Source: an optimization exercise on an open RTL-to-GDS flow (aim: small area, a short achievable clock period and few clock cycles per item). Production flows keep margins and buffers that such runs may drop. Only simulation tests tie the RTL to the original design; equivalence was not proved.

==> module col2im_2d_stream, before the edit <==
module col2im_2d_stream
#(
   parameter int IMAGE_WIDTH  = 8,
   parameter int IMAGE_HEIGHT = 8,
   parameter int KERNEL_SIZE  = 3,
   parameter int STRIDE       = 1,
   parameter int DATA_WIDTH   = 8,
   parameter int ACC_WIDTH    = DATA_WIDTH + $clog2(KERNEL_SIZE * KERNEL_SIZE)
) (
   input  logic                  clk,
   input  logic                  rst_n,
   input  logic                  start,
   input  logic                  in_valid,
   input  logic [DATA_WIDTH-1:0] in_data,
   output logic                  in_ready,
   output logic                  out_valid,
   output logic [ACC_WIDTH-1:0]  out_data,
   output logic                  out_last,
   input  logic                  out_ready,
   output logic                  busy,
   output logic                  done
);
   localparam int WBA = 11;
   localparam int WCB = 10;
   localparam int WCW = 11;
   localparam int WC  = 9;
   logic                  v_q;        
   logic [DATA_WIDTH-1:0] x_q;
   logic                  acc_on;     
   logic [1:0] kc, kr;
   logic [2:0] px, py;
   logic [WC-1:0]  l0c, l1c;
   logic [WBA-1:0] fba [8];
   logic [WCB-1:0] fcb [5];
   logic [WCW-1:0] fcb5, fcb6, fcb7;
   logic frame_start, in_hs, pop, r0_free, hold;
   logic lane_a, lane_b, lane_c, px5, kc0, kc1, kc2;
   logic is_exit, exit_a, stall, step, drain, dstep, push, push_last;
   logic zero_op, last_elem, last_acc;
   logic rot_a, rot_b, rot_c, shift_ba, shift_cb;
   logic exit_a_succ, v_q_nx, out_valid_nx, risk_nx;
   logic [ACC_WIDTH-1:0] opnd, sum;
   assign frame_start = start && !busy;
   assign in_hs       = in_valid && in_ready;
   assign pop         = out_valid && out_ready;
   col2im_addr_gen #(
      .IMAGE_WIDTH  (IMAGE_WIDTH),
      .IMAGE_HEIGHT (IMAGE_HEIGHT),
      .KERNEL_SIZE  (KERNEL_SIZE),
      .STRIDE       (STRIDE)
   ) u_addr_gen (
      .clk  (clk),
      .clr  (frame_start),
      .adv  (v_q),
      .dadv (drain),
      .hold (hold),
      .kc   (kc),
      .kr   (kr),
      .px   (px),
      .py   (py)
   );
   assign lane_a = (kr == 2'd0);
   assign lane_b = (kr == 2'd1);
   assign lane_c = (kr == 2'd2);
   assign kc0    = (kc == 2'd0);
   assign kc1    = (kc == 2'd1);
   assign kc2    = (kc == 2'd2);
   assign px5    = (px == 3'd5);
   assign is_exit   = kc0 || px5;
   assign exit_a    = lane_a && is_exit;
   assign r0_free   = !out_valid || out_ready;
   assign stall     = v_q && exit_a && !r0_free;
   assign step      = v_q && !stall;
   assign last_elem = (py == 3'd5) && px5 && lane_c && kc2;
   assign drain     = busy && py[2] && py[1] && !kr[1];
   assign dstep     = drain && r0_free;
   assign hold      = stall || (drain && !r0_free);
   assign push      = (step && exit_a) || dstep;
   assign push_last = drain && kr[0] && (px == 3'd7);
   assign zero_op = (px == 3'd0 || kc2) && (lane_c || py == 3'd0);
   always_comb begin
      case (kr)
         2'd0:    opnd = ACC_WIDTH'(fba[7]);
         2'd1:    opnd = ACC_WIDTH'(fcb7);
         default: opnd = ACC_WIDTH'(l0c);
      endcase
      if (zero_op) opnd = '0;
   end
   assign sum = opnd + ACC_WIDTH'(x_q);
   assign rot_a    = step && lane_a;
   assign rot_b    = v_q && lane_b;
   assign rot_c    = v_q && lane_c;
   assign shift_ba = (v_q && is_exit && lane_b) || (dstep && !kr[0]);
   assign shift_cb = (v_q && is_exit && lane_c) || (dstep && kr[0]);
   always_ff @(posedge clk) begin
      if (rot_c) begin
         l0c <= l1c;
         l1c <= WC'(sum);
      end
      if (shift_ba) begin
         fba[0] <= WBA'(sum);
         for (int n = 1; n < 8; n++) fba[n] <= fba[n-1];
      end else if (rot_a) begin
         fba[5] <= WBA'(sum);
         fba[6] <= fba[5];
         fba[7] <= fba[6];
      end
      if (shift_cb) begin
         fcb[0] <= WCB'(sum);
         for (int n = 1; n < 5; n++) fcb[n] <= fcb[n-1];
         fcb5 <= WCW'(fcb[4]);
         fcb6 <= fcb5;
         fcb7 <= fcb6;
      end else if (rot_b) begin
         fcb5 <= WCW'(sum);
         fcb6 <= fcb5;
         fcb7 <= fcb6;
      end
      if (push) out_data <= sum;
   end
   assign exit_a_succ  = (lane_c && kc2) || (lane_a && px5 && !kc2);
   assign out_valid_nx = push || (out_valid && !out_ready);
   assign v_q_nx       = in_ready ? in_valid : (v_q && stall);
   assign risk_nx      = v_q_nx && out_valid_nx && (step ? exit_a_succ : exit_a);
   assign last_acc = in_hs && (v_q ? ((py == 3'd5) && px5 && lane_c && kc1) : last_elem);
   always_ff @(posedge clk) begin
      if (in_ready || !acc_on) x_q <= acc_on ? in_data : '0;
   end
   always_ff @(posedge clk or negedge rst_n) begin
      if (!rst_n) begin
         v_q       <= 1'b0;
         acc_on    <= 1'b0;
         in_ready  <= 1'b0;
         out_valid <= 1'b0;
         out_last  <= 1'b0;
         busy      <= 1'b0;
         done      <= 1'b0;
      end else begin
         done      <= 1'b0;
         v_q       <= v_q_nx;
         out_valid <= out_valid_nx;
         if (push) out_last <= push_last;
         if (frame_start) begin
            busy     <= 1'b1;
            acc_on   <= 1'b1;
            in_ready <= 1'b1;
         end else begin
            if (last_acc) acc_on <= 1'b0;
            in_ready <= acc_on && !last_acc && !risk_nx;
            if (pop && out_last) begin
               busy <= 1'b0;
               done <= 1'b1;
            end
         end
      end
   end
endmodule
clock: 10.0 ns
lec_check: 0
abc_area: 1
cap_margin: 20
core_margin: 2
core_utilization: 50
cts_cluster_diameter: 100
cts_cluster_size: 30
slew_margin: 20
tns_end_percent: 0
standard.sh (not shown) runs the stock make flow with config.mk's settings and CLKGATE_MAP_FILE= SYNTH_SCRIPT=/design/flow/synth_recipe.tcl, a recipe that flattens the netlist after the stock synthesis.
==> flow/flow/run.sh <==
#!/bin/bash
set -euo pipefail
bash standard.sh SETUP_SLACK_MARGIN=7.1 \
  "BUFFER_PORTS_ARGS=-buffer_cell sky130_fd_sc_hd__buf_2" \
  finish > flow_make.log 2>&1
Testbench counts at the start, summed over its fixed seeds: cycles 8,376, frames 24.
Rerun with:
--- a/flow/design.v
+++ b/flow/design.v
@@ -137,8 +137,9 @@
    logic zero_op, last_elem, last_acc;
    logic rot_a, rot_b, rot_c, shift_ba, shift_cb;
    logic exit_a_succ, v_q_nx, out_valid_nx, risk_nx;
    logic [ACC_WIDTH-1:0] opnd, sum;
+   logic [DATA_WIDTH-1:0] x_eff;
    assign frame_start = start && !busy;
    assign in_hs       = in_valid && in_ready;
    assign pop         = out_valid && out_ready;
    col2im_addr_gen #(
@@ -183,9 +184,10 @@
          default: opnd = ACC_WIDTH'(l0c);
       endcase
       if (zero_op) opnd = '0;
    end
-   assign sum = opnd + ACC_WIDTH'(x_q);
+   assign x_eff = v_q ? x_q : '0;
+   assign sum   = opnd + ACC_WIDTH'(x_eff);
    assign rot_a    = step && lane_a;
    assign rot_b    = v_q && lane_b;
    assign rot_c    = v_q && lane_c;
    assign shift_ba = (v_q && is_exit && lane_b) || (dstep && !kr[0]);
@@ -221,9 +223,9 @@
    assign v_q_nx       = in_ready ? in_valid : (v_q && stall);
    assign risk_nx      = v_q_nx && out_valid_nx && (step ? exit_a_succ : exit_a);
    assign last_acc = in_hs && (v_q ? ((py == 3'd5) && px5 && lane_c && kc1) : last_elem);
    always_ff @(posedge clk) begin
-      if (in_ready || !acc_on) x_q <= acc_on ? in_data : '0;
+      if (in_ready) x_q <= in_data;
    end
    always_ff @(posedge clk or negedge rst_n) begin
       if (!rst_n) begin
          v_q       <= 1'b0;
Count of clock-buffer cells in the layout decreases by 2.
Setup slack is better by 5.0 ps.
Die area stays flat.
Non-clock buffer count grows by 1.
Utilization rose by 0.33 points.
Fmax barely changes.
Critical path depth is unchanged.
Testbench counts after the change, summed over its fixed seeds: cycles 8,376, frames 24.

[separate check: timing with driven ports]
No port has a modelled driver above. Below, the same layouts with a new extraction and two added sets of constraints.
Step 1 assumes that a clkbuf_16 drives the clock port and a buf_2 every other input.
Step 2 adds t to the input delays and takes it off the output delays; t is the mean of the earliest and latest rising clock arrival at the registers after step 1. Input paths then give back, and output paths get back, about the clock's delay inside the block.
a / b / c = ideal ports / drivers / drivers and shift; a / b = the first two.
run	t, ns	setup WS [ns]	latest minus earliest clock arrival (ns)	slew at the worst register clock pin (ns)
the first run	0.495	6.969 / 6.928 / 6.503	0.015 / 0.016	0.11 / 0.11
the second run	0.503	6.974 / 6.931 / 6.537	0.020 / 0.020	0.11 / 0.11
After both steps setup and hold are still met in every run listed. For the first run, which loses most, drivers alone change the setup slack by -0.041 ns; drivers and shift together by -0.466 ns.
